Context: an optimization exercise on an open-source flow, tuned for small area, a short achievable clock period and few clock cycles per item. The choices shown serve that exercise and are no tape-out recipe. In this exercise RTL edits were held to simulation tests only and were not proved equivalent to the original.

$ cat flow/flow/run.sh
#!/bin/bash
set -euo pipefail
bash standard.sh 'BUFFER_PORTS_ARGS=-buffer_cell sky130_fd_sc_hd__buf_2' finish > flow_make.log 2>&1
$ cat flow/standard.sh
#!/bin/bash
# synth_recipe.tcl (not shown) runs the flow's synth.tcl, then flattens the netlist and writes it again
# the make line also repeats each setting of config.mk as NAME=value (left out here)
make -C /OpenROAD-flow-scripts/flow DESIGN_CONFIG=/design/flow/config.mk WORK_HOME=/design/flow/orfs CLKGATE_MAP_FILE= SYNTH_SCRIPT=/design/flow/synth_recipe.tcl "${@:-finish}"
$ cat flow/config.mk
export PLATFORM = sky130hd
export DESIGN_NAME = alu_top
export DESIGN_NICKNAME = alu_top
export VERILOG_FILES = /design/flow/design.v
export SDC_FILE = /design/flow/constraint.sdc
export NUM_CORES = 4
export LEC_CHECK = 0
export CAP_MARGIN = 20
export CORE_MARGIN = 2
export CORE_UTILIZATION = 30
export SETUP_SLACK_MARGIN = 4
export SLEW_MARGIN = 20
export TNS_END_PERCENT = 100
$ cat flow/constraint.sdc
create_clock -name core_clock -period 11.0 [get_ports {clk}]
set_input_delay 2.2000 -clock core_clock [delete_from_list [all_inputs] [get_ports {clk}]]
set_output_delay 2.2000 -clock core_clock [all_outputs]
set_load 0.01 [all_outputs]
$ cat flow/design.v
package alu_pkg;
    localparam int opcode_width = 6;   
    localparam int xlen_default = 32;  
    localparam logic [opcode_width-1:0] alu_add    = 6'd0;
    localparam logic [opcode_width-1:0] alu_sub    = 6'd1;
    localparam logic [opcode_width-1:0] alu_slt    = 6'd2;
    localparam logic [opcode_width-1:0] alu_sltu   = 6'd3;
    localparam logic [opcode_width-1:0] alu_xor    = 6'd4;
    localparam logic [opcode_width-1:0] alu_or     = 6'd5;
    localparam logic [opcode_width-1:0] alu_and    = 6'd6;
    localparam logic [opcode_width-1:0] alu_sll    = 6'd7;
    localparam logic [opcode_width-1:0] alu_srl    = 6'd8;
    localparam logic [opcode_width-1:0] alu_sra    = 6'd9;
    localparam logic [opcode_width-1:0] alu_mul    = 6'd10;
    localparam logic [opcode_width-1:0] alu_mulh   = 6'd11;
    localparam logic [opcode_width-1:0] alu_mulhsu = 6'd12;
    localparam logic [opcode_width-1:0] alu_mulhu  = 6'd13;
    localparam logic [opcode_width-1:0] alu_div    = 6'd14;
    localparam logic [opcode_width-1:0] alu_divu   = 6'd15;
    localparam logic [opcode_width-1:0] alu_rem    = 6'd16;
    localparam logic [opcode_width-1:0] alu_remu   = 6'd17;
    localparam logic [opcode_width-1:0] alu_lui    = 6'd18;
endpackage
`timescale 1ns/1ps
module int_alu (
    input  logic [5:0]  alucode,
    input  logic [31:0] a,
    input  logic [31:0] b,
    input  logic        norm,      
    input  logic [31:0] norm_src,
    input  logic [4:0]  norm_amt,
    output logic [31:0] result,
    output logic [31:0] sh_out
);
    function automatic logic [31:0] rev32(input logic [31:0] v);
        for (int i = 0; i < 32; i++) rev32[i] = v[31-i];
    endfunction
    logic        is_sll, is_sra, left, fill, sub;
    logic [31:0] src, rin, rsh;
    logic [4:0]  amt;
    logic [32:0] sum;
    logic        ltu, lt;
    assign is_sll = (alucode == alu_pkg::alu_sll);
    assign is_sra = (alucode == alu_pkg::alu_sra);
    assign left   = norm | is_sll;
    assign src    = norm ? norm_src : a;
    assign amt    = norm ? norm_amt : b[4:0];
    assign fill   = ~norm & is_sra & a[31];
    assign rin    = left ? rev32(src) : src;
    assign rsh    = 32'($signed({fill, rin}) >>> amt);
    assign sh_out = left ? rev32(rsh) : rsh;
    assign sub = (alucode == alu_pkg::alu_sub) | (alucode == alu_pkg::alu_slt)
               | (alucode == alu_pkg::alu_sltu);
    assign sum = {1'b0, a} + {1'b0, b ^ {32{sub}}} + {32'd0, sub};
    assign ltu = ~sum[32];
    assign lt  = (a[31] == b[31]) ? sum[31] : a[31];
    always_comb begin
        case (alucode)
            alu_pkg::alu_slt:  result = {31'd0, lt};
            alu_pkg::alu_sltu: result = {31'd0, ltu};
            alu_pkg::alu_sll,
            alu_pkg::alu_srl,
            alu_pkg::alu_sra:  result = sh_out;
            default:           result = sum[31:0];  
        endcase
    end
endmodule
`timescale 1ns/1ps
module multiplier #(
    parameter int sw = 43    
) (
    input  logic [32:0]   x,        
    input  logic [33:0]   acc_in,   
    input  logic [7:0]    y,        
    input  logic          y_prev,   
    output logic [sw-1:0] sum
);
    logic [8:0] yy;
    assign yy = {y, y_prev};
    logic [sw-1:0] row [4];
    logic [3:0]    neg;
    for (genvar i = 0; i < 4; i++) begin : g_row
        logic one, two;
        logic [33:0] mag;
        logic [sw-1:0] body;
        assign one    = yy[2*i+1] ^ yy[2*i];
        assign two    = (yy[2*i+2] & ~yy[2*i+1] & ~yy[2*i])
                      | (~yy[2*i+2] & yy[2*i+1] & yy[2*i]);
        assign neg[i] = yy[2*i+2];
        assign mag    = one ? {x[32], x} : (two ? {x, 1'b0} : 34'd0);
        assign body   = sw'({{(sw-34){mag[33] ^ neg[i]}}, mag ^ {34{neg[i]}}}) << (2 * i);
        if (i == 0) begin : g_first
            assign row[i] = body;
        end else begin : g_next
            assign row[i] = body | (sw'(neg[i-1]) << (2 * i - 2));
        end
    end
    function automatic logic [2*sw-1:0] csa(input logic [sw-1:0] p,
                                            input logic [sw-1:0] q,
                                            input logic [sw-1:0] r);
        csa = {((p & q) | (p & r) | (q & r)) << 1, p ^ q ^ r};
    endfunction
    logic [sw-1:0]   acc, last;
    logic [2*sw-1:0] l1a, l1b, l2, l3;
    assign acc  = {{(sw-34){acc_in[33]}}, acc_in};
    assign last = sw'(neg[3]) << 6;
    assign l1a = csa(row[0], row[1], row[2]);
    assign l1b = csa(row[3], acc, last);
    assign l2  = csa(l1a[sw-1:0], l1a[2*sw-1:sw], l1b[sw-1:0]);
    assign l3  = csa(l2[sw-1:0], l2[2*sw-1:sw], l1b[2*sw-1:sw]);
    assign sum = l3[sw-1:0] + l3[2*sw-1:sw];
endmodule
`timescale 1ns/1ps
module mag_clz (
    input  logic [31:0] v,
    input  logic        neg,    
    output logic [5:0]  n       
);
    logic [31:0] w;
    logic [5:0]  z;
    logic        pow2;
    assign w = neg ? ~v : v;
    always_comb begin
        z = 6'd32;
        for (int i = 0; i < 32; i++)
            if (w[i]) z = 6'(31 - i);
    end
    always_comb begin
        pow2 = 1'b1;
        for (int i = 0; i < 31; i++)
            pow2 = pow2 & (~v[i] | v[i+1]);
    end
    assign n = z - {5'd0, neg & pow2};
endmodule
`timescale 1ns/1ps
module alu_top #(
    parameter int xlen = alu_pkg::xlen_default
) (
    input  logic              clk,
    input  logic              reset,
    input  logic              valid,
    input  logic [5:0]        alucode,
    input  logic [xlen-1:0]   a,
    input  logic [xlen-1:0]   b,
    output logic [xlen-1:0]   result,
    output logic              busy
);
    localparam int sw = 43;
    localparam int s_idle = 0;  
    localparam int s_norm = 1;  
    localparam int s_div  = 2;
    localparam int s_mul  = 3;
    localparam int s_done = 4;  
    logic [4:0]  st;
    logic [4:0]  sh_amt;  
    logic [3:0]  cnt;
    logic [33:0] r;       
    logic [31:0] q;       
    logic [33:0] d;       
    logic        negq;    
    logic        negr;    
    logic [31:0] qm;      
    logic        use_d;   
    logic        dinv;    
    logic        neg_a;   
    logic        neg_b;   
    logic        corr;    
    logic        sel_r;   
    logic        y_prev;  
    logic alu_op;
    logic is_mul, is_div, signed_div, is_quot, sa, b_zero, fast;
    assign is_mul     = (alucode[4:1] == 4'b0101) | (alucode[4:1] == 4'b0110);  
    assign is_div     = (alucode[4:1] == 4'b0111) | (alucode[4:1] == 4'b1000);  
    assign signed_div = ~alucode[0];               
    assign is_quot    = ~alucode[4];               
    assign sa         = alucode[0] ^ alucode[2];   
    assign b_zero     = (b == '0);
    assign fast       = ((alucode[4:2] == 3'b001) & ~(alucode[1] & alucode[0]))  
                      | (alucode[4:1] == 4'b1001);                                
    assign alu_op     = ~is_mul & ~is_div;
    logic idle, in_norm, in_div, in_mul, done;
    assign idle    = st[s_idle];
    assign in_norm = st[s_norm];
    assign in_div  = st[s_div];
    assign in_mul  = st[s_mul];
    assign done    = st[s_done];
    logic [35:0] x1, y1, t1, x2, y2, t2;
    logic        inv2, q1, q2;
    logic [31:0] r1;
    assign x1   = {{2{r[33]}}, r};
    assign y1   = use_d ? ({{2{d[33]}}, d} ^ {36{dinv}}) : '1;
    assign t1   = x1 + y1 + {35'd0, dinv};
    assign q1   = ~t1[35];
    assign r1   = q1 ? t1[31:0] : r[31:0];
    assign x2   = {4'd0, r1};
    assign y2   = {{3{d[33]}}, d[33:1]};
    assign inv2 = ~neg_b;
    assign t2   = x2 + (y2 ^ {36{inv2}}) + {35'd0, inv2};
    assign q2   = ~t2[35];
    logic [5:0] za, zb, sdiff;
    mag_clz u_clz_a (.v(a), .neg(signed_div & a[31]), .n(za));
    mag_clz u_clz_b (.v(b), .neg(signed_div & b[31]), .n(zb));
    assign sdiff = zb - za;
    logic [31:0] alu_res, sh_out;
    logic [32:0] d_al;
    int_alu u_int_alu (
        .alucode  (alucode),
        .a        (a),
        .b        (b),
        .norm     (in_norm),
        .norm_src (d[31:0]),
        .norm_amt (sh_amt),
        .result   (alu_res),
        .sh_out   (sh_out)
    );
    assign d_al = {neg_b, sh_out};  
    logic [sw-1:0] m_sum;
    multiplier #(.sw(sw)) u_multiplier (
        .x      (d[32:0]),
        .acc_in (r),
        .y      (q[7:0]),
        .y_prev (y_prev),
        .sum    (m_sum)
    );
    logic last;  
    assign last = (cnt == '0);
    always_ff @(posedge clk or negedge reset) begin
        if (!reset) begin
            st    <= 5'd1 << s_idle;
            cnt   <= '0;
            use_d <= 1'b0;
            dinv  <= 1'b0;
        end else begin
            st    <= '0;
            use_d <= 1'b0;
            dinv  <= 1'b0;
            if (idle) begin
                cnt <= 4'd3;
                if (!valid || (alu_op & fast))
                    st[s_idle] <= 1'b1;
                else if (is_mul)
                    st[s_mul] <= 1'b1;
                else if (is_div & ~b_zero & ~(zb < za))
                    st[s_norm] <= 1'b1;
                else
                    st[s_done] <= 1'b1;
            end
            if (in_norm) begin
                cnt <= 4'(sh_amt[4:1]);
                st[s_div] <= 1'b1;
                use_d     <= 1'b1;
                dinv      <= ~neg_b;
            end
            if (in_div) begin
                cnt <= cnt - 1'b1;
                if (!last) begin
                    st[s_div] <= 1'b1;
                    use_d     <= 1'b1;
                    dinv      <= ~neg_b;
                end else begin
                    st[s_done] <= 1'b1;
                end
            end
            if (in_mul) begin
                cnt <= cnt - 1'b1;
                if (!last) begin
                    st[s_mul] <= 1'b1;
                end else begin
                    st[s_done] <= 1'b1;
                    use_d      <= corr;
                end
            end
            if (done)             st[s_idle] <= 1'b1;  
        end
    end
    always_ff @(posedge clk) begin
        case (1'b1)
            idle: if (valid) begin
                negq   <= is_div & ~b_zero & ~(zb < za) & signed_div & is_quot
                        & (a[31] ^ b[31]);
                negr   <= is_div & ~b_zero & ~(zb < za) & signed_div & ~is_quot
                        & a[31];
                neg_a  <= signed_div & a[31];
                neg_b  <= signed_div & b[31];
                corr   <= is_mul & alucode[2] & b[31];  
                sel_r  <= (is_mul & (alucode[0] | alucode[2])) | (is_div & ~is_quot);
                y_prev <= 1'b0;
                sh_amt <= sdiff[4:0];
                if (is_mul) begin
                    r <= '0;
                    d <= {{2{sa & a[31]}}, a};
                    q <= b;
                end else if (is_div) begin
                    r <= {{2{signed_div & a[31] & ~b_zero}}, a};
                    d <= {{2{signed_div & b[31]}}, b};
                    q <= b_zero ? '1 : '0;
                    qm <= '1;
                end else begin
                    q <= alu_res;
                end
            end
            in_norm: begin
                if (neg_a) r <= ~t1[33:0];
                d <= sh_amt[0] ? {d_al[32], d_al} : {d_al, 1'b0};
            end
            in_div: begin
                r <= {2'b0, q2 ? t2[31:0] : r1};
                d <= {{2{d[33]}}, d[33:2]};
                q <= {q[29:0], q1, q2};
                qm <= (q1 | q2) ? {q[29:0], {q1, q2} - 2'd1} : {qm[29:0], 2'b11};
            end
            in_mul: begin
                y_prev <= q[7];
                r      <= m_sum[41:8];
                q      <= {m_sum[7:0], q[31:8]};
            end
            default: ;
        endcase
    end
    logic [31:0] fast_res;
    assign fast_res = alucode[4] ? b
                    : (alucode[1] ? (a & b) : (alucode[0] ? (a | b) : (a ^ b)));
    assign result = idle ? fast_res
                  : (negq ? ~qm : (negr ? ~t1[31:0] : (corr ? t1[31:0] : (sel_r ? r[31:0] : q))));
    assign busy   = valid & ~(idle & alu_op & fast) & ~done;
endmodule
==> impl_metrics.ini, run 1 <==
[logic_synthesis]
syn-num-nets = 5183
synth_cells = 4743
synth_ff_type = edfxtp_1
synthArstFlopShare_pct = 7.097
yosysWarnings = 5
syn_area_per_cell_um2 = 7.043
synth-edff-count = 144
syn_area_um2 = 33410
ys_types = 94
synth_seq_area_share_pct = 13.77
ys_top_cells_by_area = edfxtp_1, ha_1, nand2_1
ys_ff_latch = 155
synth_top_area_share_pct = 12.94
synth_top_area_cell = edfxtp_1

[die]
top_level_ports = 106
die_y_um = 337.7
start_util_pct = 30.23
core_um2 = 110500
rows = 122
die_area_um2 = 114000
die_x_um = 337.7

[placed_design]
place_area_um2 = 35220
place_ws_ps = 2902
port_buffers = 105
post-dp-hpwl_mm = 131.4
gp_congestion = 1.045
placedCellCount = 6034

[critical_path]
cpPeakStageDelay_ps = 450
path_class = reg -> out
cp.required_ps = 8800
path_cells = buf_4, bufbuf_16, xnor2_1, nand2_1, ha_1, nand4_1, nor2_1, nand4_1, o21a_1, o21a_1, o21a_2, o211ai_1, buf_4, mux2i_1, o21ai_0, o21ai_2, o21ai_0, buf_2
worst-path-buf-inv = 4
timing.critical_path.arrival_ps = 4860
worstSetupStartpointType = flip-flop
path_delay_family = compound AO/OA/AOI/OAI gates
cp_slowest_cell = dfrtp_2
end_kind = output port
critPathMaxFanout = 14

[clock_tree]
clock-sinks = 155
root_buffer = clkbuf_16
cts_tree = done
h-tree-depth = 4
ctsLongestPathBuffers = 2
cts.clk_slew.worst_paths_ps = 80
cts_buffers = 17
clock_latency_ps = 490
cts_hold_buf = 0

[drt]
wirelength_mm = 176.7
ant_nets = 0
dr.pass1.iters = 9
avgRoutedWirePerCell_um = 28.70
drcViolationCount = 0
first_iter_violations = 6038
via_per_inst = 6.223
vias = 38320

[global_routing]
grtUsageTotal_pct = 29.84
grt_max_degree = 77
grt_pass1_vias = 35040
antenna_found_initial = 9
grt-ovfl-total = 0
grt_first_pass_wirelength_mm = 247.6

[final_layout]
instances_no_fill = 6158
fillers = 11950
final_area_um2 = 37540
final_core_util_pct = 33.96
area_growth_pct = 12.36
final_nets = 5089
multi_input_area_um2 = 26850
final_common_cell = nand2_1
final_cell_mix = nand2_1, a21oi_1, nor2_1
drive_gt1_share_pct = 12.42
seq_area_um2 = 4608

[timing]
whs_ps = 513.3
worst_slew_pin_slew_ps = 1043
hold_viol_final = 0
finalCritPeriodShare_pct = 64.14
setup_viol = 0
clock_skew_ps = 16.25
drv_slew = 0
max-slew-margin-rel_pct = 30.44
final.setup.tns_ps = 0
rsz0062_at_grt = yes
max_freq_mhz = 141.7
min_period_ps = 7055
setup_slack_ps = 3945

[min_path]
hp-class = reg -> reg

[outcome]
status = finished clean

[job]
cap_violations = 0
## path summary, 6_finish.rpt
path	startpoint	endpoint	slack, ps	depth (start not counted)
max in group asynchronous	reset	st[1]$_DFF_PN0_	8840	1
min in group asynchronous	reset	use_d$_DFF_PN0_	1720	1
min reg2reg	st[4]$_DFF_PN0_	st[0]$_DFF_PN1_	510	1
max reg2reg	y_prev$_SDFFCE_PP0P_	r[23]$_DFFE_PP_	4040	24
max	dinv$_DFF_PN0_	result[29]	3940	18
min	st[4]$_DFF_PN0_	st[0]$_DFF_PN1_	510	1
## repair_timing
item,CTS,global route
pin swaps,15,39
resized for setup,92,142
setup endpoints to repair,95,88
gates cloned,4,7
setup buffers,20,52
## routing by layer
layer  GRT usage (%)  vias up  part of all wire, %
met1           39.07    18270                   39
li1                -    16630                    -
met4           16.91        6                  6.9
met2           43.64     2804                   41
met5               0        -                0.022
met3           8.569      607                   14
## flip-flops by register name (all words and copies together) (netlist names), 4 cells and up
signal  cells
d          34
r          34
q          32
qm         32
sh_amt      5
st          5
cnt         4
## kinds of logic (layout without fill, tap and decap cells)
| family | count (synthesis) | in the layout | share of synthesized area [%] |
|---|---|---|---|
| simple gates | 1555 | 1561 | 19.88 |
| compound gates | 1415 | 1416 | 27.32 |
| buf+inv | 761 | 673 | 8.727 |
| fa+ha+maj | 371 | 371 | 16.41 |
| mux | 253 | 253 | 7.783 |
| xor+xnor | 233 | 233 | 6.109 |
| flops | 155 | 155 | 13.77 |
| other cells | 0 | 8 | 0 |
## worst register-to-register path, stage by stage (launching register included)
cell and delay [ps]:
edfxtp_1 530, buf_4 170, and2_4 240, buf_4 170
nand2_1 50, a21oi_1 150, nor2_1 60, a221oi_1 350
ha_1 340, fa_1 450, ha_1 330, ha_1 310
a21o_1 180, a21o_1 210, a2111oi_2 500, o31ai_2 200
a31o_2 310, o211ai_1 240, a21oi_2 120, and2_1 180
o21ai_0 200, nand2b_1 100, xor2_1 250, a222oi_1 880
o211ai_1 180
## cell type report
cell class / count / share of cell area (%)
well taps: 1488 / 4.960
diodes: 8 / 0.05333
multi-input cells: 3834 / 71.53
clock buffers: 17 / 1.133
repair buffers: 310 / 6.270
clock inverters: 15 / 0.4367
inverters: 331 / 3.343
flip-flops and latches: 155 / 12.28
## synth_stat cells, types with 132 or more instances
cell type / count
mux2i_1: 217
clkbuf_1: 358
nand3_1: 132
a21oi_1: 460
inv_1: 323
xnor2_1: 190
o21ai_0: 264
a221oi_1: 156
ha_1: 254
nand2_1: 708
nor2_1: 450
edfxtp_1: 144
Testbench counts, summed over its fixed seeds: cycles 102,543, ops 24,000.
==> inputs of run 2 (changes only) <==
--- a/flow/design.v
+++ b/flow/design.v
@@ -26,6 +26,7 @@
     input  logic [5:0]  alucode,
     input  logic [31:0] a,
     input  logic [31:0] b,
+    input  logic [32:0] sum,       
     input  logic        norm,      
     input  logic [31:0] norm_src,
     input  logic [4:0]  norm_amt,
@@ -35,13 +36,13 @@
     function automatic logic [31:0] rev32(input logic [31:0] v);
         for (int i = 0; i < 32; i++) rev32[i] = v[31-i];
     endfunction
-    logic        is_sll, is_sra, left, fill, sub;
+    logic        is_sll, is_sra, is_shift, left, fill;
     logic [31:0] src, rin, rsh;
     logic [4:0]  amt;
-    logic [32:0] sum;
     logic        ltu, lt;
-    assign is_sll = (alucode == alu_pkg::alu_sll);
-    assign is_sra = (alucode == alu_pkg::alu_sra);
+    assign is_sll   = alucode[2];                              
+    assign is_sra   = alucode[3] & alucode[0];                 
+    assign is_shift = alucode[3] | alucode[2];                 
     assign left   = norm | is_sll;
     assign src    = norm ? norm_src : a;
     assign amt    = norm ? norm_amt : b[4:0];
@@ -49,20 +50,15 @@
     assign rin    = left ? rev32(src) : src;
     assign rsh    = 32'($signed({fill, rin}) >>> amt);
     assign sh_out = left ? rev32(rsh) : rsh;
-    assign sub = (alucode == alu_pkg::alu_sub) | (alucode == alu_pkg::alu_slt)
-               | (alucode == alu_pkg::alu_sltu);
-    assign sum = {1'b0, a} + {1'b0, b ^ {32{sub}}} + {32'd0, sub};
     assign ltu = ~sum[32];
     assign lt  = (a[31] == b[31]) ? sum[31] : a[31];
     always_comb begin
-        case (alucode)
-            alu_pkg::alu_slt:  result = {31'd0, lt};
-            alu_pkg::alu_sltu: result = {31'd0, ltu};
-            alu_pkg::alu_sll,
-            alu_pkg::alu_srl,
-            alu_pkg::alu_sra:  result = sh_out;
-            default:           result = sum[31:0];  
-        endcase
+        if (is_shift)
+            result = sh_out;
+        else if (alucode[1])
+            result = {31'd0, alucode[0] ? ltu : lt};           
+        else
+            result = sum[31:0];                                
     end
 endmodule
 `timescale 1ns/1ps
@@ -165,6 +161,7 @@
     logic        neg_a;   
     logic        neg_b;   
     logic        corr;    
+    logic        from_t1;  
     logic        sel_r;   
     logic        y_prev;  
     logic alu_op;
@@ -188,14 +185,16 @@
     logic        inv2, q1, q2;
     logic [31:0] r1;
     assign x1   = {{2{r[33]}}, r};
-    assign y1   = use_d ? ({{2{d[33]}}, d} ^ {36{dinv}}) : '1;
+    assign y1   = {{2{d[33]}}, d} | {36{~use_d}};
     assign t1   = x1 + y1 + {35'd0, dinv};
     assign q1   = ~t1[35];
     assign r1   = q1 ? t1[31:0] : r[31:0];
-    assign x2   = {4'd0, r1};
-    assign y2   = {{3{d[33]}}, d[33:1]};
-    assign inv2 = ~neg_b;
-    assign t2   = x2 + (y2 ^ {36{inv2}}) + {35'd0, inv2};
+    logic alu_sub;
+    assign alu_sub = alucode[1] | alucode[0];  
+    assign x2   = idle ? {4'd0, a} : {4'd0, r1};
+    assign y2   = idle ? {4'd0, b ^ {32{alu_sub}}} : {{3{d[33]}}, d[33:1]};
+    assign inv2 = idle ? alu_sub : ~neg_b;
+    assign t2   = x2 + y2 + {35'd0, inv2};
     assign q2   = ~t2[35];
     logic [5:0] za, zb, sdiff;
     mag_clz u_clz_a (.v(a), .neg(signed_div & a[31]), .n(za));
@@ -207,6 +206,7 @@
         .alucode  (alucode),
         .a        (a),
         .b        (b),
+        .sum      (t2[32:0]),
         .norm     (in_norm),
         .norm_src (d[31:0]),
         .norm_amt (sh_amt),
@@ -280,6 +280,8 @@
                         & (a[31] ^ b[31]);
                 negr   <= is_div & ~b_zero & ~(zb < za) & signed_div & ~is_quot
                         & a[31];
+                from_t1 <= (is_div & ~b_zero & ~(zb < za) & signed_div & ~is_quot & a[31])
+                         | (is_mul & alucode[2] & b[31]);
                 neg_a  <= signed_div & a[31];
                 neg_b  <= signed_div & b[31];
                 corr   <= is_mul & alucode[2] & b[31];  
@@ -301,13 +303,13 @@
             end
             in_norm: begin
                 if (neg_a) r <= ~t1[33:0];
-                d <= sh_amt[0] ? {d_al[32], d_al} : {d_al, 1'b0};
+                d <= (sh_amt[0] ? {d_al[32], d_al} : {d_al, 1'b0}) ^ {34{~neg_b}};
             end
             in_div: begin
                 r <= {2'b0, q2 ? t2[31:0] : r1};
                 d <= {{2{d[33]}}, d[33:2]};
                 q <= {q[29:0], q1, q2};
-                qm <= (q1 | q2) ? {q[29:0], {q1, q2} - 2'd1} : {qm[29:0], 2'b11};
+                qm <= (q[1:0] != 2'd0) ? {q[31:2], q[1:0] - 2'd1} : {qm[29:0], 2'b11};
             end
             in_mul: begin
                 y_prev <= q[7];
@@ -320,7 +322,11 @@
     logic [31:0] fast_res;
     assign fast_res = alucode[4] ? b
                     : (alucode[1] ? (a & b) : (alucode[0] ? (a | b) : (a ^ b)));
+    logic [31:0] q_m1;
+    assign q_m1 = (q[1:0] != 2'd0) ? {q[31:2], q[1:0] - 2'd1} : {qm[29:0], 2'b11};
+    logic [31:0] res_reg;
+    assign res_reg = negq ? ~q_m1 : (sel_r ? r[31:0] : q);
     assign result = idle ? fast_res
-                  : (negq ? ~qm : (negr ? ~t1[31:0] : (corr ? t1[31:0] : (sel_r ? r[31:0] : q))));
+                  : (from_t1 ? (t1[31:0] ^ {32{negr}}) : res_reg);
     assign busy   = valid & ~(idle & alu_op & fast) & ~done;
 endmodule
--- a/flow/config.mk
+++ b/flow/config.mk
@@ -5,9 +5,10 @@
 export SDC_FILE = /design/flow/constraint.sdc
 export NUM_CORES = 4
 export LEC_CHECK = 0
+export ABC_AREA = 1
 export CAP_MARGIN = 20
 export CORE_MARGIN = 2
 export CORE_UTILIZATION = 30
 export SETUP_SLACK_MARGIN = 4
 export SLEW_MARGIN = 20
-export TNS_END_PERCENT = 100
+export TNS_END_PERCENT = 10
==> impl_metrics.ini, run 2 <==
[timing]
max_freq_mhz = 140.3
finalCritPeriodShare_pct = 64.78
final.setup.tns_ps = 0
hold_viol_final = 0
min_period_ps = 7126
drv_slew = 0
setup_viol = 0
rsz0062_at_grt = yes
clock_skew_ps = 22.66
max-slew-margin-rel_pct = 20.16
worst_slew_pin_slew_ps = 1198

[final_layout]
final_common_cell = nand2_1
drive_gt1_share_pct = 9.395
area_growth_pct = 11.10
final_nets = 5156
final_cell_mix = nand2_1, inv_1, o21ai_0
final_area_um2 = 34190
reg_top3 = d: 34 flops, r: 34 flops, q: 32 flops

[logic_synthesis]
synth-edff-count = 143
ys_top_cells_by_count = nand2_1, inv_1, o21ai_0
synth_top_area_cell = edfxtp_1
synthArstFlopShare_pct = 7.143
synthAdderAreaFrac_pct = 16.50
synth_compound_area_share_pct = 26.77
syn-num-nets = 5175
synthMuxAreaShare_pct = 0.4879
synth_xor_area_share_pct = 9.363
yosysWarnings = 5
synth.most_common_cell = nand2_1
synth_seq_area_share_pct = 14.85
ys_top_cells_by_area = edfxtp_1, nand2_1, ha_1
syn_area_per_cell_um2 = 6.460
synth_ff_type = edfxtp_1
ys_types = 68
ys_ff_latch = 154
synth_top_area_share_pct = 13.95
synth_top_family_by_area = compound AO/OA/AOI/OAI gates
synth-simple-area-share_pct = 19.60
synth_cells = 4764
syn_area_um2 = 30780

[placed_design]
place_area_um2 = 32460
post-dp-hpwl_mm = 130.4
gp_congestion = 1.078
port_buffers = 104

[clock_tree]
clock_latency_ps = 530
root_buffer = clkbuf_16
cts_tree = done
cts_hold_buf = 0
ctsLongestPathBuffers = 2
cts_buffers = 17
cts.clk_slew.worst_paths_ps = 80
h-tree-depth = 4
clock-sinks = 154

[critical_path]
cpPeakStageDelay_ps = 580
path_class = reg -> out
timing.critical_path.arrival_ps = 4930
cp_slowest_cell = clkinv_1
crit_top_cell = nand2_1
path_cells = clkinv_1, nand2_1, ha_1, a21oi_1, o21ai_4, a21oi_4, o21ai_2, a21boi_0, o21ai_1, xor2_1, inv_1, nand2_1, nand3_1, a31oi_1, buf_2
worst-path-buf-inv = 3
end_kind = output port
path_delay_family = compound AO/OA/AOI/OAI gates
cp.required_ps = 8800
critPathMaxFanout = 9
worstSetupStartpointType = flip-flop

[drt]
vias = 35930
dr.pass1.iters = 7
first_iter_violations = 5663
wirelength_mm = 173.4
via_per_inst = 5.861
ant_nets = 0
drcViolationCount = 0
avgRoutedWirePerCell_um = 28.29

[global_routing]
antenna_found_initial = 12
grt-ovfl-total = 0
grt_first_pass_wirelength_mm = 238.5
grt_pass1_vias = 32040
grtUsageTotal_pct = 31.94
grt_max_degree = 65

[die]
die_x_um = 324.3
rows = 117
core_um2 = 101700
die_y_um = 324.3
start_util_pct = 30.25
top_level_ports = 106
die_area_um2 = 105200

[min_path]
hp-class = reg -> reg

[job]
cap_violations = 0

[outcome]
status = finished clean
[run 2: per-layer routing]
| metal | GRT usage, % | share of wire [%] |
|---|---|---|
| met5 | 0.2315 | 0.082 |
| met4 | 21.38 | 8.2 |
| met3 | 9.818 | 13 |
| met2 | 45.62 | 40 |
| met1 | 41.10 | 38 |
[run 2: kinds of logic (layout without fill, tap and decap cells)]
family / after synthesis / count (layout)
other: 0 / 5
AND/OR/NAND/NOR: 1503 / 1508
buffers and inverters: 985 / 974
AO/OA/AOI/OAI: 1440 / 1440
adder cells (fa/ha/maj): 338 / 338
flip-flops: 154 / 154
multiplexers: 15 / 15
XOR/XNOR: 329 / 329
[run 2: per-stage QoR]
step                      utilization [%]  cells  setup WS, ps  hold slack [ps]
final                               33.61   6131          3874            522.6
after CTS                           32.80   6069          3861            516.7
after detailed placement            31.90   6026          2584            499.6
after global routing                33.60   6128          3899            534.9
after global placement              31.90   6026          2579            480.4
after floorplan                         -   4764          4241            429.7
[run 2: final timing paths]
kind                                 start              end  slack, ps  cells past startpoint
hold / removal              corr$_DFFE_PP_  use_d$_DFF_PN0_        520                      2
setup / recovery           d[10]$_DFFE_PP_       result[25]       3870                     15
max in group asynchronous            reset  st[0]$_DFF_PN1_       9120                      1
setup reg to reg           use_d$_DFF_PN0_   q[0]$_DFFE_PP_       4090                     39
min in group asynchronous            reset  st[1]$_DFF_PN0_       1580                      1
hold reg to reg             corr$_DFFE_PP_  use_d$_DFF_PN0_        520                      2
[run 2: layout make-up]
cell class	instances	area (µm²)
Antenna cell	5	12.51
Clock buffer	17	425.4
Clock inverter	15	176.4
Fill cell	11250	67550
Inverter	701	2723
Multi-Input combinational cell	3630	22850
Sequential cell	154	4578
Tap cell	1368	1712
Timing Repair Buffer	238	1694
Timing Repair inverter	3	18.77
[run 2: timing repair]
item                                    in CTS  in global routing
endpoints found under the hold margin        0                  0
gates resized for setup                     51                 91
pin swaps                                    6                 19
gates cloned                                 3                  6
buffers inserted                             8                 50
endpoints found under the setup margin      74                 84
[run 2: worst reg2reg max path, delay by kind of cell, from the launching register on]
family | cells | cell delay, ps
flops | 1 | 520
compound gates | 18 | 3090
fa+ha+maj | 3 | 1050
xor+xnor | 1 | 120
buf+inv | 4 | 330
simple gates | 13 | 1510
Testbench counts of run 2, summed over its fixed seeds: cycles 102,543, ops 24,000.
==> inputs of run 3 (changes only) <==
--- a/flow/design.v
+++ b/flow/design.v
@@ -155,7 +155,6 @@
     logic [33:0] d;       
     logic        negq;    
     logic        negr;    
-    logic [31:0] qm;      
     logic        use_d;   
     logic        dinv;    
     logic        neg_a;   
@@ -164,6 +163,7 @@
     logic        from_t1;  
     logic        sel_r;   
     logic        y_prev;  
+    logic        short;   
     logic alu_op;
     logic is_mul, is_div, signed_div, is_quot, sa, b_zero, fast;
     assign is_mul     = (alucode[4:1] == 4'b0101) | (alucode[4:1] == 4'b0110);  
@@ -172,6 +172,15 @@
     assign is_quot    = ~alucode[4];               
     assign sa         = alucode[0] ^ alucode[2];   
     assign b_zero     = (b == '0);
+    logic a_short, b_short, swap;
+    assign a_short    = (a[31:15] == '0) | (a[31:15] == '1);
+    assign b_short    = (b[31:15] == '0) | (b[31:15] == '1);
+    assign swap       = a_short & ~b_short & ~(alucode[2] & ~alucode[0]);
+    logic [31:0] mx, my;  
+    logic        mx_sgn;
+    assign mx         = swap ? b : a;
+    assign my         = swap ? a : b;
+    assign mx_sgn     = swap ? (sa & ~alucode[2]) : sa;  
     assign fast       = ((alucode[4:2] == 3'b001) & ~(alucode[1] & alucode[0]))  
                       | (alucode[4:1] == 4'b1001);                                
     assign alu_op     = ~is_mul & ~is_div;
@@ -235,7 +244,7 @@
             use_d <= 1'b0;
             dinv  <= 1'b0;
             if (idle) begin
-                cnt <= 4'd3;
+                cnt <= (b_short | swap) ? 4'd1 : 4'd3;
                 if (!valid || (alu_op & fast))
                     st[s_idle] <= 1'b1;
                 else if (is_mul)
@@ -281,22 +290,22 @@
                 negr   <= is_div & ~b_zero & ~(zb < za) & signed_div & ~is_quot
                         & a[31];
                 from_t1 <= (is_div & ~b_zero & ~(zb < za) & signed_div & ~is_quot & a[31])
-                         | (is_mul & alucode[2] & b[31]);
+                         | (is_mul & alucode[2] & my[31]);
                 neg_a  <= signed_div & a[31];
                 neg_b  <= signed_div & b[31];
-                corr   <= is_mul & alucode[2] & b[31];  
+                corr   <= is_mul & alucode[2] & my[31];  
                 sel_r  <= (is_mul & (alucode[0] | alucode[2])) | (is_div & ~is_quot);
                 y_prev <= 1'b0;
+                short  <= b_short | swap;
                 sh_amt <= sdiff[4:0];
                 if (is_mul) begin
                     r <= '0;
-                    d <= {{2{sa & a[31]}}, a};
-                    q <= b;
+                    d <= {{2{mx_sgn & mx[31]}}, mx};
+                    q <= my;
                 end else if (is_div) begin
                     r <= {{2{signed_div & a[31] & ~b_zero}}, a};
                     d <= {{2{signed_div & b[31]}}, b};
                     q <= b_zero ? '1 : '0;
-                    qm <= '1;
                 end else begin
                     q <= alu_res;
                 end
@@ -309,12 +318,16 @@
                 r <= {2'b0, q2 ? t2[31:0] : r1};
                 d <= {{2{d[33]}}, d[33:2]};
                 q <= {q[29:0], q1, q2};
-                qm <= (q[1:0] != 2'd0) ? {q[31:2], q[1:0] - 2'd1} : {qm[29:0], 2'b11};
             end
             in_mul: begin
                 y_prev <= q[7];
-                r      <= m_sum[41:8];
-                q      <= {m_sum[7:0], q[31:8]};
+                if (short & last) begin
+                    r <= {{15{m_sum[sw-1]}}, m_sum[sw-1:24]};
+                    q <= {m_sum[23:0], q[31:24]};
+                end else begin
+                    r <= m_sum[41:8];
+                    q <= {m_sum[7:0], q[31:8]};
+                end
             end
             default: ;
         endcase
@@ -322,10 +335,8 @@
     logic [31:0] fast_res;
     assign fast_res = alucode[4] ? b
                     : (alucode[1] ? (a & b) : (alucode[0] ? (a | b) : (a ^ b)));
-    logic [31:0] q_m1;
-    assign q_m1 = (q[1:0] != 2'd0) ? {q[31:2], q[1:0] - 2'd1} : {qm[29:0], 2'b11};
     logic [31:0] res_reg;
-    assign res_reg = negq ? ~q_m1 : (sel_r ? r[31:0] : q);
+    assign res_reg = negq ? -q : (sel_r ? r[31:0] : q);
     assign result = idle ? fast_res
                   : (from_t1 ? (t1[31:0] ^ {32{negr}}) : res_reg);
     assign busy   = valid & ~(idle & alu_op & fast) & ~done;
--- a/flow/config.mk
+++ b/flow/config.mk
@@ -8,7 +8,7 @@
 export ABC_AREA = 1
 export CAP_MARGIN = 20
 export CORE_MARGIN = 2
-export CORE_UTILIZATION = 30
+export CORE_UTILIZATION = 45
 export SETUP_SLACK_MARGIN = 4
 export SLEW_MARGIN = 20
 export TNS_END_PERCENT = 10
==> impl_metrics.ini, run 3 <==
[outcome]
status = finished clean

[drt]
ant_nets = 0
drcViolationCount = 0
wirelength_mm = 163.3
met2_length_mm = 65.20
vias = 36630
first_iter_violations = 5556
dr.pass1.iters = 9
via_per_inst = 6.156
wl_met3_mm = 22.43
top_layer = met5
avgRoutedWirePerCell_um = 27.44
wl_met1_mm = 61.63

[critical_path]
cp.required_ps = 8800
worstSetupStartpointType = input port
path_cells = buf_2, buf_4, inv_1, buf_4, o211ai_1, o21ai_0, nor2_1, a21oi_1, o21ai_1, buf_2
path_class = in -> out
critPathMaxFanout = 33
end_kind = output port
cpPeakStageDelay_ps = 580
timing.critical_path.arrival_ps = 4920
rr_startpoint = d[9]$_DFFE_PP_
crit_start = alucode[1]
crit_end = result[22]
r2r_slack_ps = 4070
cp_slowest_cell = o21ai_1
r2r_cells = 34
timing.rr.end = q[25]$_DFFE_PP_

[die]
top_level_ports = 106
die_x_um = 268.1
rows = 96
start_util_pct = 45.59
die_y_um = 268.1
core_um2 = 68830
die_area_um2 = 71860

[logic_synthesis]
synthArstFlopShare_pct = 8.800
syn_area_um2 = 31380
synth_top_area_cell = nand2_1
ys_top_cells_by_count = nand2_1, inv_1, o21ai_0
synth_top_area_share_pct = 14.02
syn-num-nets = 5441
synth_cells = 5024
synth_seq_area_share_pct = 11.79
ys_ff_latch = 125
syn_area_per_cell_um2 = 6.246
synth_ff_type = edfxtp_1
yosysWarnings = 5
ys_top_cells_by_area = nand2_1, edfxtp_1, o21ai_0
synth-edff-count = 114
synth.most_common_cell = nand2_1
ys_types = 72

[final_layout]
reg_top3 = d: 34 flops, r: 34 flops, q: 32 flops
final_area_um2 = 34350
final_core_util_pct = 49.90
final_cell_mix = nand2_1, inv_1, o21ai_0
area_growth_pct = 9.454
final_nets = 5420
drive_gt1_share_pct = 9.669
fillers = 7331
instances_no_fill = 5950
final_common_cell = nand2_1

[clock_tree]
cts_buffers = 17
cts.clk_slew.worst_paths_ps = 70
ctsLongestPathBuffers = 2
h-tree-depth = 4
clock-sinks = 125
clock_latency_ps = 520
root_buffer = clkbuf_16
cts_tree = done

[timing]
setup_viol = 0
drv_slew = 0
clock_skew_ps = 23.74
max_freq_mhz = 140.4
rsz0062_at_grt = yes
finalCritPeriodShare_pct = 64.76
hold_viol_final = 0
max-slew-margin-rel_pct = 15.47
worst_slew_pin_slew_ps = 1255
min_period_ps = 7124
final.setup.tns_ps = 0

[global_routing]
grtUsageTotal_pct = 44.33
grt-ovfl-total = 0
grt_first_pass_wirelength_mm = 228.7
antenna_found_initial = 7
grt_pass1_vias = 32490
grt_max_degree = 76

[placed_design]
gp_congestion = 1.095
post-dp-hpwl_mm = 124.5
place_area_um2 = 32460
placedCellCount = 5830
port_buffers = 104

[job]
cap_violations = 0

[min_path]
hp-class = reg -> reg
==> run 3: cell types whose count changed in the layout (fill, tap and decap cells not counted), sizes merged, moves of 13 or more <==
| cell | before | now |
|---|---|---|
| xor2 | 300 | 324 |
| a22oi | 28 | 13 |
| o22ai | 139 | 35 |
| nand3 | 106 | 152 |
| edfxtp | 143 | 114 |
| clkinvlp | 14 | 31 |
| o21ai | 678 | 786 |
| nand2 | 1042 | 1186 |
| or2 | 33 | 13 |
| xnor2 | 29 | 42 |
| inv | 684 | 666 |
| buf | 232 | 258 |
| o221ai | 24 | 59 |
==> run 3: what timing repair did <==
item,4_1_cts,5_1_grt
pin swaps,3,15
hold buffers,0,0
buffers inserted,34,46
gates cloned,1,4
gates resized for setup,55,85
setup endpoints to repair,67,69
==> run 3: worst min-delay path by stage <==
stage / cells after the start / slack, ps / to / from
after CTS: 1 / 490 / st[0]$_DFF_PN1_ / st[4]$_DFF_PN0_
after floorplan: 1 / 450 / st[0]$_DFF_PN1_ / st[4]$_DFF_PN0_
after global routing: 1 / 510 / st[0]$_DFF_PN1_ / st[4]$_DFF_PN0_
after detailed placement: 1 / 480 / st[0]$_DFF_PN1_ / st[4]$_DFF_PN0_
after global placement: 1 / 470 / st[0]$_DFF_PN1_ / st[4]$_DFF_PN0_
final: 1 / 490 / use_d$_DFF_PN0_ / corr$_DFFE_PP_
==> run 3: cells by family after synthesis <==
kind of cell	Yosys count	share of synthesized area, %
compound gates	1471	26.44
xor+xnor	366	10.22
fa+ha+maj	344	16.42
buf+inv	1001	12.41
flops	125	11.79
mux	19	0.6061
simple gates	1698	22.11
==> run 3: cell type report <==
| type | count | area (µm²) | area share, % |
|---|---|---|---|
| sequential | 125 | 3706 | 10.79 |
| timing repair buffer | 262 | 1959 | 5.705 |
| inverter | 697 | 2750 | 8.007 |
| antenna | 3 | 7.507 | 0.02186 |
| clock buffer | 19 | 442.9 | 1.290 |
| multi-input combinational | 3900 | 24200 | 70.46 |
| clock inverter | 13 | 116.4 | 0.3388 |
| tap | 931 | 1165 | 3.392 |
==> run 3: per-stage QoR <==
stage / setup slack, ps / hold WS, ps
floorplan: 4684 / 446.4
global placement: 2942 / 468.7
detailed placement: 2924 / 478.6
CTS: 3795 / 490.7
global route: 3908 / 510.6
finish: 3876 / 494.2
==> run 3: critical path, delay by kind of cell <==
kind	cells	cell delay, ps
buffers and inverters	5	1730
AO/OA/AOI/OAI	4	840
AND/OR/NAND/NOR	1	100
==> run 3: routing by layer <==
metal | GRT usage [%] | vias to the layer above
li1 | - | 16570
met5 | 0 | -
met3 | 13.64 | 635
met2 | 63.46 | 2510
met1 | 56.60 | 16910
met4 | 30.92 | 6
Testbench counts of run 3, summed over its fixed seeds: cycles 96,887, ops 24,000.
==> inputs of run 4 (changes only) <==
--- a/flow/config.mk
+++ b/flow/config.mk
@@ -8,7 +8,7 @@
 export ABC_AREA = 1
 export CAP_MARGIN = 20
 export CORE_MARGIN = 2
-export CORE_UTILIZATION = 45
+export CORE_UTILIZATION = 30
 export SETUP_SLACK_MARGIN = 4
 export SLEW_MARGIN = 20
 export TNS_END_PERCENT = 10
==> impl_metrics.ini, run 4 <==
[global_routing]
grt_first_pass_wirelength_mm = 234.1
grt-ovfl-total = 0
grtUsageTotal_pct = 29.91
grt_max_degree = 77
grt_pass1_vias = 32920
antenna_found_initial = 9

[drt]
avgRoutedWirePerCell_um = 26.02
drcViolationCount = 0
first_iter_violations = 5219
via_per_inst = 5.753
dr.pass1.iters = 6
wirelength_mm = 166.1
ant_nets = 0
vias = 36720

[final_layout]
area_growth_pct = 10.26
final_common_cell = nand2_1
drive_gt1_share_pct = 9.042
final_cell_mix = nand2_1, inv_1, o21ai_0
final_nets = 5403
reg_top3 = d: 34 flops, r: 34 flops, q: 32 flops
fillers = 11570
seq_area_um2 = 3705
multi_input_area_um2 = 24100

[logic_synthesis]
synth_top_area_share_pct = 14.02
synth-edff-count = 114
syn_area_per_cell_um2 = 6.246
ys_top_cells_by_area = nand2_1, edfxtp_1, o21ai_0
ys_ff_latch = 125
synthArstFlopShare_pct = 8.800
synth_seq_area_share_pct = 11.79
synth_top_area_cell = nand2_1
ys_top_cells_by_count = nand2_1, inv_1, o21ai_0
synth_cells = 5024
syn_area_um2 = 31380
yosysWarnings = 5
ys_types = 72
syn-num-nets = 5441
synth.most_common_cell = nand2_1
synth_ff_type = edfxtp_1

[die]
core_um2 = 103600
die_area_um2 = 107200
start_util_pct = 30.28
rows = 118
top_level_ports = 106
die_y_um = 327.4
die_x_um = 327.4

[timing]
final.setup.tns_ps = 0
max-slew-margin-rel_pct = 13.49
whs_ps = 493.6
setup_viol = 0
worst_slew_pin_slew_ps = 1292
drv_slew = 0
finalCritPeriodShare_pct = 65.08
hold_viol_final = 0
clock_skew_ps = 17.19
min_period_ps = 7159
max_freq_mhz = 139.7
rsz0062_at_grt = yes

[min_path]
min_to = cnt[0]$_DFFE_PN0P_
hold_path.startpoint = cnt[0]$_DFFE_PN0P_
holdPathStages = 1
hp-class = reg -> reg

[clock_tree]
cts_tree = done
clock-sinks = 125
cts.clk_slew.worst_paths_ps = 60
ctsLongestPathBuffers = 2
h-tree-depth = 4
root_buffer = clkbuf_16
clock_latency_ps = 510
cts_buffers = 17
cts_hold_buf = 0

[critical_path]
r2r_slack_ps = 3960
r2r_cells = 30
cp.required_ps = 8800
end_kind = output port
rr_startpoint = d[19]$_DFFE_PP_
path_class = in -> out
critPathMaxFanout = 49
timing.rr.end = q[30]$_DFFE_PP_
worstSetupStartpointType = input port
timing.critical_path.arrival_ps = 4960

[outcome]
status = finished clean

[placed_design]
gp_congestion = 1.068
post-dp-hpwl_mm = 128.2
port_buffers = 104

[job]
cap_violations = 0
[run 4: cell types whose count changed in the layout (fill, tap and decap cells not counted), moves of 4 or more]
cell        delta
inv_6          -5
o21ai_0        +5
xor2_1         +4
xor2_2         -4
o21ai_2        -5
buf_12         -9
buf_4          -9
clkinvlp_4     +4
[run 4: cells by family after synthesis]
logic type / count (synthesis) / share of synthesized area [%]
DFF: 125 / 11.79
xor gates and xnor gates: 366 / 10.22
and+or+nand+nor: 1698 / 22.11
AOI/OAI and AO/OA: 1471 / 26.44
adders and majority gates: 344 / 16.42
muxes: 19 / 0.6061
buffers and inverters: 1001 / 12.41
[run 4: stage by stage]
| stage | setup slack, ps | cell area (µm²) | utilization (%) | cells |
|---|---|---|---|---|
| 6_report | 3841 | 34600 | 33.38 | 6383 |
| 3_5_place_dp | 2740 | 33010 | 31.85 | 6277 |
| 5_1_grt | 3767 | 34590 | 33.37 | 6379 |
| 4_1_cts | 3851 | 34090 | 32.89 | 6337 |
| 2_1_floorplan | 4684 | 31380 | - | 5024 |
| 3_3_place_gp | 2732 | 33010 | 31.85 | 6277 |
[run 4: critical path, stage by stage]
cell,delay [ps]
buf_2,80
buf_4,530
inv_1,80
buf_4,260
o21ai_0,180
a21oi_1,60
a211oi_1,800
a21oi_1,390
buf_2,260
[run 4: routing by layer]
layer	GRT usage (%)	part of all wire [%]
met5	0	0.13
met4	16.05	6.6
met3	9.447	14
met2	41.89	39
met1	40.48	40
[run 4: layout make-up]
class	count	area share, %
diodes	4	0.02893
clock buffers	19	1.309
clock inverters	13	0.4810
inverters	697	7.913
multi-input cells	3899	69.66
flip-flops and latches	125	10.71
well taps	1380	4.991
repair buffers	246	4.911
[run 4: worst max path at each step]
stage,from,to,slack [ps]
2_1_floorplan,q[1]$_DFFE_PP_,r[13]$_DFFE_PP_,4680
3_3_place_gp,d[10]$_DFFE_PP_,q[28]$_DFFE_PP_,2730
3_5_place_dp,d[10]$_DFFE_PP_,q[28]$_DFFE_PP_,2740
4_1_cts,d[3]$_DFFE_PP_,result[30],3850
5_1_grt,use_d$_DFF_PN0_,q[30]$_DFFE_PP_,3770
6_report,alucode[1],result[27],3840
[run 4: timing repair]
item,in CTS,in global routing
cloned,1,1
hold endpoints to repair,0,0
setup buffers,27,40
resized for setup,52,42
pin swaps,4,6
setup endpoints to repair,72,70
==> inputs of run 5 (changes only) <==
--- a/flow/design.v
+++ b/flow/design.v
@@ -175,12 +175,14 @@
     logic a_short, b_short, swap;
     assign a_short    = (a[31:15] == '0) | (a[31:15] == '1);
     assign b_short    = (b[31:15] == '0) | (b[31:15] == '1);
-    assign swap       = a_short & ~b_short & ~(alucode[2] & ~alucode[0]);
+    assign swap       = a_short & ~b_short;
     logic [31:0] mx, my;  
     logic        mx_sgn;
     assign mx         = swap ? b : a;
     assign my         = swap ? a : b;
     assign mx_sgn     = swap ? (sa & ~alucode[2]) : sa;  
+    logic my_unsigned;
+    assign my_unsigned = alucode[2] & (alucode[0] | ~swap);
     assign fast       = ((alucode[4:2] == 3'b001) & ~(alucode[1] & alucode[0]))  
                       | (alucode[4:1] == 4'b1001);                                
     assign alu_op     = ~is_mul & ~is_div;
@@ -290,10 +292,10 @@
                 negr   <= is_div & ~b_zero & ~(zb < za) & signed_div & ~is_quot
                         & a[31];
                 from_t1 <= (is_div & ~b_zero & ~(zb < za) & signed_div & ~is_quot & a[31])
-                         | (is_mul & alucode[2] & my[31]);
+                         | (is_mul & my_unsigned & my[31]);
                 neg_a  <= signed_div & a[31];
                 neg_b  <= signed_div & b[31];
-                corr   <= is_mul & alucode[2] & my[31];  
+                corr   <= is_mul & my_unsigned & my[31];
                 sel_r  <= (is_mul & (alucode[0] | alucode[2])) | (is_div & ~is_quot);
                 y_prev <= 1'b0;
                 short  <= b_short | swap;
--- a/flow/config.mk
+++ b/flow/config.mk
@@ -8,7 +8,7 @@
 export ABC_AREA = 1
 export CAP_MARGIN = 20
 export CORE_MARGIN = 2
-export CORE_UTILIZATION = 30
+export CORE_UTILIZATION = 45
 export SETUP_SLACK_MARGIN = 4
 export SLEW_MARGIN = 20
 export TNS_END_PERCENT = 10
==> impl_metrics.ini, run 5 <==
[outcome]
status = finished clean

[critical_path]
worstSetupStartpointType = input port
cpPeakStageDelay_ps = 760
cp_slowest_cell = clkinv_1
cp.required_ps = 8800
path_delay_family = buffers and inverters
crit_top_cell = buf_2
end_kind = output port
timing.critical_path.arrival_ps = 4960
path_class = in -> out
critPathMaxFanout = 23
worst-path-buf-inv = 4
path_cells = buf_2, nor2_2, buf_4, clkinv_1, o32ai_2, a211oi_1, buf_2

[die]
die_area_um2 = 72360
top_level_ports = 106
die_y_um = 269.0
die_x_um = 269.0
start_util_pct = 45.28
rows = 97
core_um2 = 69790

[drt]
wl_met1_mm = 65.86
drcViolationCount = 0
wl_met3_mm = 22.46
met2_length_mm = 74.81
dr.pass1.iters = 7
via_per_inst = 6.288
first_iter_violations = 5151
wirelength_mm = 181.7
top_layer = met5
ant_nets = 0
avgRoutedWirePerCell_um = 30.33
vias = 37670

[timing]
rsz0062_at_grt = yes
setup_viol = 0
clock_skew_ps = 17.48
setup_slack_ps = 3836
finalCritPeriodShare_pct = 65.13
min_period_ps = 7164
drv_slew = 0
hold_viol_final = 0
final.setup.tns_ps = 0
worst_slew_pin_slew_ps = 1076
max-slew-margin-rel_pct = 27.53
max_freq_mhz = 139.6

[job]
cap_violations = 0

[logic_synthesis]
synth.most_common_cell = nand2_1
ys_top_cells_by_area = nand2_1, edfxtp_1, xor2_1
synth-edff-count = 114
synthArstFlopShare_pct = 8.800
yosysWarnings = 5
syn_area_um2 = 31600
synth_top_area_cell = nand2_1
ys_top_cells_by_count = nand2_1, inv_1, o21ai_0
syn-num-nets = 5521
ys_types = 67
ys_ff_latch = 125
synth_ff_type = edfxtp_1
syn_area_per_cell_um2 = 6.191
synth_cells = 5104
synth_seq_area_share_pct = 11.71
synth_top_area_share_pct = 14.37

[final_layout]
fillers = 7547
final_common_cell = nand2_1
drive_gt1_share_pct = 8.864
final_nets = 5447
final_cell_mix = nand2_1, inv_1, o21ai_0
reg_top3 = d: 34 flops, r: 34 flops, q: 32 flops
area_growth_pct = 9.182
final_area_um2 = 34500

[clock_tree]
cts_tree = done
cts.clk_slew.worst_paths_ps = 70
cts_hold_buf = 0
cts_buffers = 17
ctsLongestPathBuffers = 2
root_buffer = clkbuf_16
h-tree-depth = 4
clock_latency_ps = 520
clock-sinks = 125

[min_path]
hp-class = reg -> reg

[placed_design]
place_area_um2 = 32670
post-dp-hpwl_mm = 139.5
place_ws_ps = 2251
gp_congestion = 1.079
port_buffers = 104

[global_routing]
antenna_found_initial = 17
grt_max_degree = 67
grt_first_pass_wirelength_mm = 248.2
grtUsageTotal_pct = 48.87
grt-ovfl-total = 0
grt_pass1_vias = 34290
-- run 5: cell types whose count changed after synthesis, sizes merged, moves of 13 or more --
cell	previous run	this run
a21oi	370	390
o22ai	35	55
nand3	152	131
inv	692	717
clkbuf	214	227
o211ai	65	83
nand2	1185	1218
o21ai	786	753
-- run 5: final timing paths --
| check | to | cells after the start | slack, ps | startpoint |
|---|---|---|---|---|
| min | st[0]$_DFF_PN1_ | 1 | 490 | st[4]$_DFF_PN0_ |
| max in group asynchronous | st[0]$_DFF_PN1_ | 1 | 9160 | reset |
| max reg2reg | q[16]$_DFFE_PP_ | 36 | 3910 | d[1]$_DFFE_PP_ |
| min reg2reg | st[0]$_DFF_PN1_ | 1 | 490 | st[4]$_DFF_PN0_ |
| min in group asynchronous | dinv$_DFF_PN0_ | 1 | 1570 | reset |
| max | busy | 7 | 3840 | alucode[2] |
-- run 5: final cells by class --
type / count / area, µm² / area share, %
Multi-Input combinational cell: 3940 / 24660 / 71.46
Timing Repair Buffer: 223 / 1593 / 4.617
Sequential cell: 125 / 3706 / 10.74
Timing Repair inverter: 1 / 5.005 / 0.01451
Antenna cell: 8 / 20.02 / 0.05802
Inverter: 722 / 2766 / 8.018
Clock buffer: 17 / 425.4 / 1.233
Clock inverter: 15 / 153.9 / 0.4461
Tap cell: 940 / 1176 / 3.409
-- run 5: cell families (layout without fill, tap and decap cells) --
| group | count (synthesis) | in the layout | synth area share (%) |
|---|---|---|---|
| AND/OR/NAND/NOR | 1721 | 1724 | 22.07 |
| AO/OA/AOI/OAI | 1488 | 1488 | 26.45 |
| buffers and inverters | 1042 | 978 | 12.75 |
| XOR/XNOR | 366 | 366 | 10.14 |
| adder cells (fa/ha/maj) | 344 | 344 | 16.31 |
| flip-flops | 125 | 125 | 11.71 |
| multiplexers | 18 | 18 | 0.5702 |
| other | 0 | 8 | 0 |
-- run 5: stage by stage --
stage	instances	utilization, %	hold WS, ps
global placement	5904	46.80	468.7
global route	5984	49.41	519.3
detailed placement	5904	46.82	475.5
CTS	5952	48.43	495.5
floorplan	5104	-	446.4
finish	5991	49.44	489.9
-- run 5: timing repair --
| action | 4_1_cts | 5_1_grt |
|---|---|---|
| gates resized for setup | 87 | 90 |
| pin swaps | 17 | 16 |
| buffers inserted | 12 | 28 |
| gates cloned | 4 | 3 |
| setup endpoints to repair | 74 | 71 |
-- run 5: metal layers --
metal	vias to the layer above	global-route usage, %
li1	16720	-
met4	14	41.44
met5	-	0
met1	17520	58.18
met2	2661	71.48
met3	765	15.32
-- run 5: worst register-to-register path, delay by kind of cell (launching register included) --
kind	cells	cell delay [ps]
AOI/OAI and AO/OA	17	3220
and+or+nand+nor	11	1320
adders and majority gates	3	1000
DFF	1	540
buffers and inverters	4	520
xor gates and xnor gates	1	300
Testbench counts of run 5, summed over its fixed seeds: cycles 96,225, ops 24,000.

[port drivers added, routing unchanged]
The flow's constraints put no driver on any port. The routed layouts listed below were extracted and timed again, unchanged, in two steps.
Step 1 assumes that a clkbuf_16 drives the clock port and a buf_2 every other input.
Step 2 times the ports against the registers' clock, not the clock port: input delays grow and output delays shrink by t, the midpoint of the rising clock arrivals with the driver on.
a / b / c = no drivers / after step 1 / after step 2; a / b = the first two.
| run | t (ns) | slack for setup (ns) | worst register clock-pin slew, ns |
|---|---|---|---|
| run 1 | 0.540 | 3.945 / 3.891 / 3.661 | 0.08 / 0.08 |
| run 2 | 0.588 | 3.874 / 3.804 / 3.360 | 0.09 / 0.09 |
| run 3 | 0.569 | 3.876 / 3.803 / 3.632 | 0.08 / 0.08 |
| run 4 | 0.571 | 3.841 / 3.817 / 3.407 | 0.08 / 0.08 |
| run 5 | 0.577 | 3.836 / 3.817 / 3.689 | 0.08 / 0.08 |
After both steps setup and hold are still met in every run listed. For run 2, which loses most, drivers alone change the setup slack by -0.070 ns; drivers and shift together by -0.514 ns.
